Context: an optimization exercise on an open-source flow, tuned for small area, a short achievable clock period and few clock cycles. The choices shown serve that exercise and are no tape-out recipe. Function was checked by simulation only, so behaviour that the tests miss may differ from the original. Power is estimated from default activity; no workload was simulated.

File: design/flow/constraint.sdc
create_clock -name core_clock -period 8.5 [get_ports {clk}]
set_input_delay 1.7000 -clock core_clock [delete_from_list [all_inputs] [get_ports {clk}]]
set_output_delay 1.7000 -clock core_clock [all_outputs]
set_load 0.01 [all_outputs]
File: design/flow/config.mk
export PLATFORM = sky130hd
export DESIGN_NAME = pipe_exe
export DESIGN_NICKNAME = pipe_exe
export VERILOG_FILES = /design/flow/design.v
export SDC_FILE = /design/flow/constraint.sdc
export NUM_CORES = 4
export LEC_CHECK = 0
export CAP_MARGIN = 20
export CORE_MARGIN = 2
export CORE_UTILIZATION = 40
export PLACE_DENSITY = 0.6
export SLEW_MARGIN = 20
File: design/flow/design.v
package pipe_exe_pkg;
    localparam int DIV_CYCLES = 32;
    typedef enum logic [3:0] {
        ALU_ADDU = 4'b0000,
        ALU_SUBU = 4'b0001,
        ALU_ADD  = 4'b0010,
        ALU_SUB  = 4'b0011,
        ALU_AND  = 4'b0100,
        ALU_OR   = 4'b0101,
        ALU_XOR  = 4'b0110,
        ALU_NOR  = 4'b0111,
        ALU_LUI  = 4'b1000,
        ALU_SLT  = 4'b1010,
        ALU_SLTU = 4'b1011,
        ALU_SRA  = 4'b1100,
        ALU_SLL  = 4'b1110,
        ALU_SRL  = 4'b1111
    } aluc_e;
    typedef enum logic [2:0] {
        RF_ALU = 3'd0,
        RF_DM  = 3'd1,
        RF_HI  = 3'd2,
        RF_LO  = 3'd3,
        RF_PC  = 3'd4
    } rfsrc_e;
    typedef enum logic [1:0] {
        DIV_IDLE = 2'd0,
        DIV_BUSY = 2'd1,
        DIV_DONE = 2'd2
    } div_state_e;
    typedef struct packed {
        logic        w_rf;
        logic        w_dm;
        logic        w_hi;
        logic        w_lo;
        logic        div;
        logic        sign;
        logic        is_goto;
        aluc_e       aluc;
        logic        asrc;
        logic        bsrc;
        rfsrc_e      rfsrc;
        logic [31:0] rs;
        logic [31:0] rt;
        logic [31:0] imm;
        logic [31:0] pc4;
        logic [4:0]  rn;
    } idex_t;
endpackage
module pipe_div #(
    parameter int DIV_CYCLES = pipe_exe_pkg::DIV_CYCLES
) (
    input  logic        clk,
    input  logic        rst,
    input  logic        start,
    input  logic        sign,
    input  logic [31:0] a,
    input  logic [31:0] b,
    output logic        busy,
    output logic        done,
    output logic [31:0] q,
    output logic [31:0] r
);
    localparam int CW = $clog2(DIV_CYCLES + 1);
    pipe_exe_pkg::div_state_e    state_q, state_d;
    logic [CW-1:0] cnt_q;
    logic [31:0]   rem_q, quo_q, dvs_q, dvd_q, q_q, r_q;
    logic          qneg_q, rneg_q, dz_q;
    logic          last_step;
    logic [32:0]   trial;
    logic [31:0]   rem_nx, quo_nx;
    function automatic logic [31:0] magnitude(input logic [31:0] v, input logic sgn);
        magnitude = (sgn && v[31]) ? (32'd0 - v) : v;
    endfunction
    assign last_step = (cnt_q == CW'(DIV_CYCLES - 1));
    always_ff @(posedge clk) begin
        if (rst) state_q <= pipe_exe_pkg::DIV_IDLE;
        else     state_q <= state_d;
    end
    always_comb begin
        state_d = state_q;
        case (state_q)
            pipe_exe_pkg::DIV_IDLE: if (start) state_d = pipe_exe_pkg::DIV_BUSY;
            pipe_exe_pkg::DIV_BUSY: if (last_step) state_d = pipe_exe_pkg::DIV_DONE;
            pipe_exe_pkg::DIV_DONE: state_d = pipe_exe_pkg::DIV_IDLE;
            default:  state_d = pipe_exe_pkg::DIV_IDLE;
        endcase
    end
    always_comb begin
        busy = ((state_q == pipe_exe_pkg::DIV_IDLE) && start) || (state_q == pipe_exe_pkg::DIV_BUSY);
        done = (state_q == pipe_exe_pkg::DIV_DONE);
    end
    always_comb begin
        trial = {rem_q, quo_q[31]} - {1'b0, dvs_q};
        if (!trial[32]) begin
            rem_nx = trial[31:0];
            quo_nx = {quo_q[30:0], 1'b1};
        end else begin
            rem_nx = {rem_q[30:0], quo_q[31]};
            quo_nx = {quo_q[30:0], 1'b0};
        end
    end
    always_ff @(posedge clk) begin
        if (rst) begin
            cnt_q  <= '0;
            rem_q  <= '0;
            quo_q  <= '0;
            dvs_q  <= '0;
            dvd_q  <= '0;
            q_q    <= '0;
            r_q    <= '0;
            qneg_q <= 1'b0;
            rneg_q <= 1'b0;
            dz_q   <= 1'b0;
        end else begin
            case (state_q)
                pipe_exe_pkg::DIV_IDLE: begin
                    if (start) begin
                        cnt_q  <= '0;
                        rem_q  <= '0;
                        quo_q  <= magnitude(a, sign);
                        dvs_q  <= magnitude(b, sign);
                        dvd_q  <= a;
                        dz_q   <= (b == 32'd0);
                        qneg_q <= sign && (a[31] ^ b[31]);
                        rneg_q <= sign && a[31];
                    end
                end
                pipe_exe_pkg::DIV_BUSY: begin
                    rem_q <= rem_nx;
                    quo_q <= quo_nx;
                    cnt_q <= cnt_q + CW'(1);
                    if (last_step) begin
                        q_q <= dz_q ? 32'hFFFF_FFFF : (qneg_q ? 32'd0 - quo_nx : quo_nx);
                        r_q <= dz_q ? dvd_q : (rneg_q ? 32'd0 - rem_nx : rem_nx);
                    end
                end
                default: ;
            endcase
        end
    end
    assign q = q_q;
    assign r = r_q;
endmodule
module pipe_exe #(
    parameter int DIV_CYCLES = pipe_exe_pkg::DIV_CYCLES
) (
    input  logic        clk,
    input  logic        rst,
    input  logic        Dstall,
    input  logic        Dw_rf,
    input  logic        Dw_dm,
    input  logic        Dw_hi,
    input  logic        Dw_lo,
    input  logic        Ddiv,
    input  logic        Dsign,
    input  logic        DisGoto,
    input  logic [3:0]  Daluc,
    input  logic        Dasource,
    input  logic        Dbsource,
    input  logic [2:0]  Drfsource,
    input  logic [31:0] DRs,
    input  logic [31:0] DRt,
    input  logic [31:0] Dimm,
    input  logic [31:0] Dpc4,
    input  logic [4:0]  Drn,
    output logic [31:0] Ealu,
    output logic [4:0]  Ern,
    output logic        Ew_rf,
    output logic        Ew_dm,
    output logic        EisGoto,
    output logic [2:0]  Erfsource,
    output logic [31:0] Ehi,
    output logic [31:0] Elo,
    output logic        Ew_hi,
    output logic        Ew_lo,
    output logic [31:0] ERt,
    output logic        div_busy
);
    pipe_exe_pkg::idex_t              ex_q, ex_d;
    logic signed [31:0] opa, opb, sum, dif;
    logic [31:0]        alu_y;
    logic               ovf;
    logic               div_done;
    logic               div_hold;
    function automatic logic add_ovf(input logic sa, input logic sb, input logic sr);
        add_ovf = (sa == sb) && (sr != sa);
    endfunction
    always_comb begin
        ex_d = ex_q;
        if (!div_busy) begin
            ex_d.w_rf    = Dw_rf && !Dstall;
            ex_d.w_dm    = Dw_dm && !Dstall;
            ex_d.w_hi    = Dw_hi && !Dstall;
            ex_d.w_lo    = Dw_lo && !Dstall;
            ex_d.div     = Ddiv && !Dstall;
            ex_d.is_goto = DisGoto && !Dstall;
            ex_d.sign    = Dsign;
            ex_d.aluc    = pipe_exe_pkg::aluc_e'(Daluc);
            ex_d.asrc    = Dasource;
            ex_d.bsrc    = Dbsource;
            ex_d.rfsrc   = pipe_exe_pkg::rfsrc_e'(Drfsource);
            ex_d.rs      = DRs;
            ex_d.rt      = DRt;
            ex_d.imm     = Dimm;
            ex_d.pc4     = Dpc4;
            ex_d.rn      = Drn;
        end
    end
    always_ff @(posedge clk) begin
        if (rst) ex_q <= '0;
        else     ex_q <= ex_d;
    end
    always_comb begin
        opa   = ex_q.asrc ? $signed({27'b0, ex_q.imm[10:6]}) : $signed(ex_q.rs);
        opb   = ex_q.bsrc ? $signed(ex_q.imm) : $signed(ex_q.rt);
        sum   = opa + opb;
        dif   = opa - opb;
        ovf   = 1'b0;
        alu_y = 32'd0;
        case (ex_q.aluc)
            pipe_exe_pkg::ALU_ADDU: alu_y = sum;
            pipe_exe_pkg::ALU_ADD: begin
                alu_y = sum;
                ovf   = add_ovf(opa[31], opb[31], sum[31]);
            end
            pipe_exe_pkg::ALU_SUBU: alu_y = dif;
            pipe_exe_pkg::ALU_SUB: begin
                alu_y = dif;
                ovf   = add_ovf(opa[31], ~opb[31], dif[31]);
            end
            pipe_exe_pkg::ALU_AND:  alu_y = opa & opb;
            pipe_exe_pkg::ALU_OR:   alu_y = opa | opb;
            pipe_exe_pkg::ALU_XOR:  alu_y = opa ^ opb;
            pipe_exe_pkg::ALU_NOR:  alu_y = ~(opa | opb);
            pipe_exe_pkg::ALU_LUI:  alu_y = {opb[15:0], 16'h0000};
            pipe_exe_pkg::ALU_SLT:  alu_y = {31'b0, opa < opb};
            pipe_exe_pkg::ALU_SLTU: alu_y = {31'b0, $unsigned(opa) < $unsigned(opb)};
            pipe_exe_pkg::ALU_SRA:  alu_y = opb >>> opa[4:0];
            pipe_exe_pkg::ALU_SLL:  alu_y = opb << opa[4:0];
            pipe_exe_pkg::ALU_SRL:  alu_y = $unsigned(opb) >> opa[4:0];
            default:  alu_y = 32'd0;
        endcase
    end
    pipe_div #(
        .DIV_CYCLES(DIV_CYCLES)
    ) u_div (
        .clk  (clk),
        .rst  (rst),
        .start(ex_q.div),
        .sign (ex_q.sign),
        .a    (opa),
        .b    (opb),
        .busy (div_busy),
        .done (div_done),
        .q    (Elo),
        .r    (Ehi)
    );
    assign div_hold = ex_q.div && !div_done;
    always_comb begin
        Ealu      = ex_q.is_goto ? ex_q.pc4 + 32'd4 : alu_y;
        Ern       = ex_q.is_goto ? 5'd31 : ex_q.rn;
        Ew_rf     = ex_q.is_goto || (ex_q.w_rf && !ovf && !div_hold);
        Ew_dm     = ex_q.w_dm && !div_hold;
        Ew_hi     = ex_q.div ? div_done : ex_q.w_hi;
        Ew_lo     = ex_q.div ? div_done : ex_q.w_lo;
        EisGoto   = ex_q.is_goto;
        Erfsource = ex_q.rfsrc;
        ERt       = ex_q.rt;
    end
endmodule
File: design/flow/run.sh
#!/bin/bash
# synth_recipe.tcl (not shown) runs the flow's synth.tcl, then flattens the netlist and writes it again
# the make line also repeats each setting of config.mk as NAME=value (left out here)
make -C /OpenROAD-flow-scripts/flow DESIGN_CONFIG=/design/flow/config.mk WORK_HOME=/design/flow/orfs CLKGATE_MAP_FILE= SYNTH_SCRIPT=/design/flow/synth_recipe.tcl finish
==> notes.md <==
- Status: no timing/DRC/antenna violations
- Placer Congestion: between 1 and 1.5
- CP endpoint kind: output port
- HPWL Detailed: 95300 µm
- Initial DRT Pass Iterations: 6
- Initial Util: about two fifths
- Post-Syn Area: 27700 µm²
- Max_cap viols: 0
- Die height: 267 µm
- Routed Antenna Nets: 0
- Mapped Nets: approximately 4300
- Vias/cell: 5.98
- Final Skew: approximately 0.053 ns
- Pwr dens: approximately 400 nW/µm²
- Worst IR Drop VDD: about 1.0 mV
- Slew headroom: 14.3%
- Core ar.: 68600 µm²
- Layout cells sized above 1: roughly 5.6%
- TNS Setup: 0 ns
- DR iter-0 viols: ~3400
- Max-slew violations: 0
- Post-layout net count: 4359
- Sinks on Clock Net: 352
- Vias in the first global route: 28100
- Worst-margin pin slew: roughly 1.3 ns
- Hold WC Path Type: register to register
- Worst Setup Start Kind: register
- Critical path class: register to output port
- Fin cells: between 5000 and 6000
- Syn avg cell area: 6.99 µm²
- # DRC: 0
- Number of H-tree levels: 2
- CTS tree: yes
- Post_cts resized: 0
- DR WL/cell: 24.8 µm
- Std-Cell Rows: 96
- Final Cycle Share: approximately 92%
- Leakage: 12.5 nW
- Area Growth Syn to Fin: 18.2%
- Max Freq: about 0.13 GHz
- Num CTS Buffers: 42
- Cells after DPL: about 5000
- Post-CTS Setup Inserts: 0
- Most used DFF post-synth: dfxtp_1
- Final setup vio count: 0
- Number of hold buffers added after cts: 0
- Commonest cells after routing, fill and taps aside: nand2_1, a21oi_1, nor2_1
- Cell count after synthesis: between 3000 and 4000
- RSZ-0062 raised after global routing: false
- Die area: slightly above 70000 µm²
- Final hold vios: 0
- Yosys reg bits: ~350
- Synth warn: 2
- Crit path DAT: approximately 6.2 ns
- Post-synthesis sequential area ratio: between 20% and 30%
- Cell variety after synth: 88
- CTS Root Buffer Type: clkbuf_16
- Later-pin clock latency in the skew report: approximately 0.60 ns
- First-pass GRT wire length: ~180000 µm
- Ys async rst share: 0%
- Tmin final: 7.86 ns
- Total GRT Usage: 33.8%
- CTS Buffer Depth: 3
- CP Max Fanout: 17
- Worst Path Required: between 6 and 7 ns
- Ports: around 290
- Total grt overflow: 0
- Clk pin slew, worst setup/hold paths: around 0.060 ns
- Total Routed Length: about 120000 µm
- Leading cell type in the layout, fill and taps excluded: nand2_1
- Port bufs: 293
- Die X: around 270 µm
- Largest net degree at the start of global routing: ~150
- Initial antenna violation count: 4
- Total number of vias: 30100
- EDFF count, synth: 0
-- sequential cells by signal, indices dropped and copies added, names as in the netlist --
signal / flops
u_div.state_q: 2
u_div.dz_q: 1
u_div.qneg_q: 1
u_div.cnt_q: 6
u_div.quo_q: 32
u_div.r_q: 32
u_div.rneg_q: 1
u_div.dvs_q: 32
ex_q: 149
u_div.rem_q: 32
u_div.dvd_q: 32
u_div.q_q: 32
-- path summary, 6_finish.rpt --
check | startpoint | endpoint | slack [ns] | cells after the start
setup reg to reg | u_div.quo_q[31] | u_div.q_q[30] | 2.66 | 21
setup / recovery | ex_q[137] | Ealu[27] | 0.64 | 15
hold reg to reg | ex_q[0] | ex_q[0] | 0.45 | 2
hold / removal | ex_q[0] | ex_q[0] | 0.45 | 2
-- power by group --
group | switching (mW) | leakage [nW] | internal, mW
Combinational | 5.99 | 8.85 | 3.31
Sequential | 0.199 | 2.88 | 1.80
Clock | 0.784 | 0.747 | 1.17
-- logic make-up (layout without fill, tap and decap cells) --
logic type | count (synthesis) | in the layout | share of synthesized area, %
AOI/OAI and AO/OA | 1238 | 1238 | 27.9
xor gates and xnor gates | 213 | 213 | 6.73
adders and majority gates | 138 | 138 | 6.31
buffers and inverters | 483 | 614 | 7.11
DFF | 352 | 352 | 25.4
muxes | 110 | 110 | 4.01
other | 0 | 1 | 0
and+or+nand+nor | 1436 | 1436 | 22.6
-- stage by stage --
stage	total power [mW]	hold WS [ns]	util (%)	worst slack, ns	area (µm²)
2_1_floorplan	8.48	0.427	-	1.44	27700
3_3_place_gp	11.1	0.434	45.5	1.51	31200
3_5_place_dp	11.1	0.442	45.6	1.48	31300
4_1_cts	13.1	0.449	47.8	0.802	32800
5_1_grt	14.1	0.465	47.8	0.457	32800
6_report	13.3	0.447	47.8	0.640	32800
-- layout make-up --
class | instances | area [µm²]
Fill cell | 7050 | 35800
Antenna cell | 1 | 2.50
Clock inverter | 18 | 278
Clock buffer | 58 | 1230
Inverter | 153 | 579
Sequential cell | 352 | 7050
Timing Repair Buffer | 385 | 3650
Tap cell | 931 | 1160
Multi-Input combinational cell | 3135 | 18800
-- worst max-delay path, cell delays in order, from the launching register on --
cell             delay [ns]
dfxtp_2                0.46
nor2b_1                0.85
inv_1                  0.51
ha_1                   0.37
a21oi_1                0.38
nor4_1                 0.11
a22oi_1                0.27
a21oi_1                0.22
a211oi_1               0.56
nor3_1                 0.14
o311a_1                0.35
o21ai_0                0.18
o21ai_0                0.14
xnor2_1                0.18
o221ai_1               0.24
clkdlybuf4s50_1        0.60
-- Yosys cell counts (17+ instances only) --
library cell  instances  area [µm²]
o21bai_1             25         188
o21ai_0             248        1240
xnor2_1             149        1310
nor2b_1              29         181
o211ai_1             39         293
nand3_1              66         330
ha_1                135        1690
o31ai_1              30         225
nand4_1              23         144
and2_1               17         106
nor4_1               21         131
dfxtp_1             352        7050
o22ai_1              37         231
a211oi_1             79         593
a2111oi_0            40         350
a21oi_1             461        2310
nand2b_1             37         231
and3_1               30         188
a31oi_1              43         269
nor3_1               75         375
inv_1               150         563
buf_4                35         263
nor2_1              379        1420
buf_1                32         120
or3_1                32         200
mux2i_1             102        1020
xor2_1               64         561
a21o_1               30         225
a311oi_1             17         149
a22oi_1              29         218
nand2_1             670        2510
a221oi_1             24         210
clkbuf_1            247         927
-- metal layers --
metal,global-route usage [%],part of all wire (%)
met5,0,0
met4,18.0,6.1
met3,6.54,8.7
met2,52.4,43
met1,44.3,42
Testbench counts, summed over its fixed seeds: cycles 97,360.

[separate check: timing with driven ports]
How much do the figures lean on ideal ports? The routed layout below was timed once more, with nothing changed but the port constraints.
Step 1 (the two cells are an assumption about what drives the block):
set clk [get_ports {clk}]
set_driving_cell -lib_cell sky130_fd_sc_hd__clkbuf_16 $clk
set_driving_cell -lib_cell sky130_fd_sc_hd__buf_2 [delete_from_list [all_inputs] $clk]
Step 2 times the ports against the registers' clock, not the clock port: input delays grow and output delays shrink by t, the midpoint of the rising clock arrivals with the driver on.
Three values: no drivers, after step 1, after step 2; two values: the first two.
t, ns: 0.646
setup slack, ns: 0.640 / 0.569 / 1.215
latest minus earliest clock arrival (ns): 0.055 / 0.054
pins driven straight from the clock port: 1
After both steps this run still meets setup and hold. For this run, drivers alone change the setup slack by -0.071 ns; drivers and shift together by +0.575 ns.
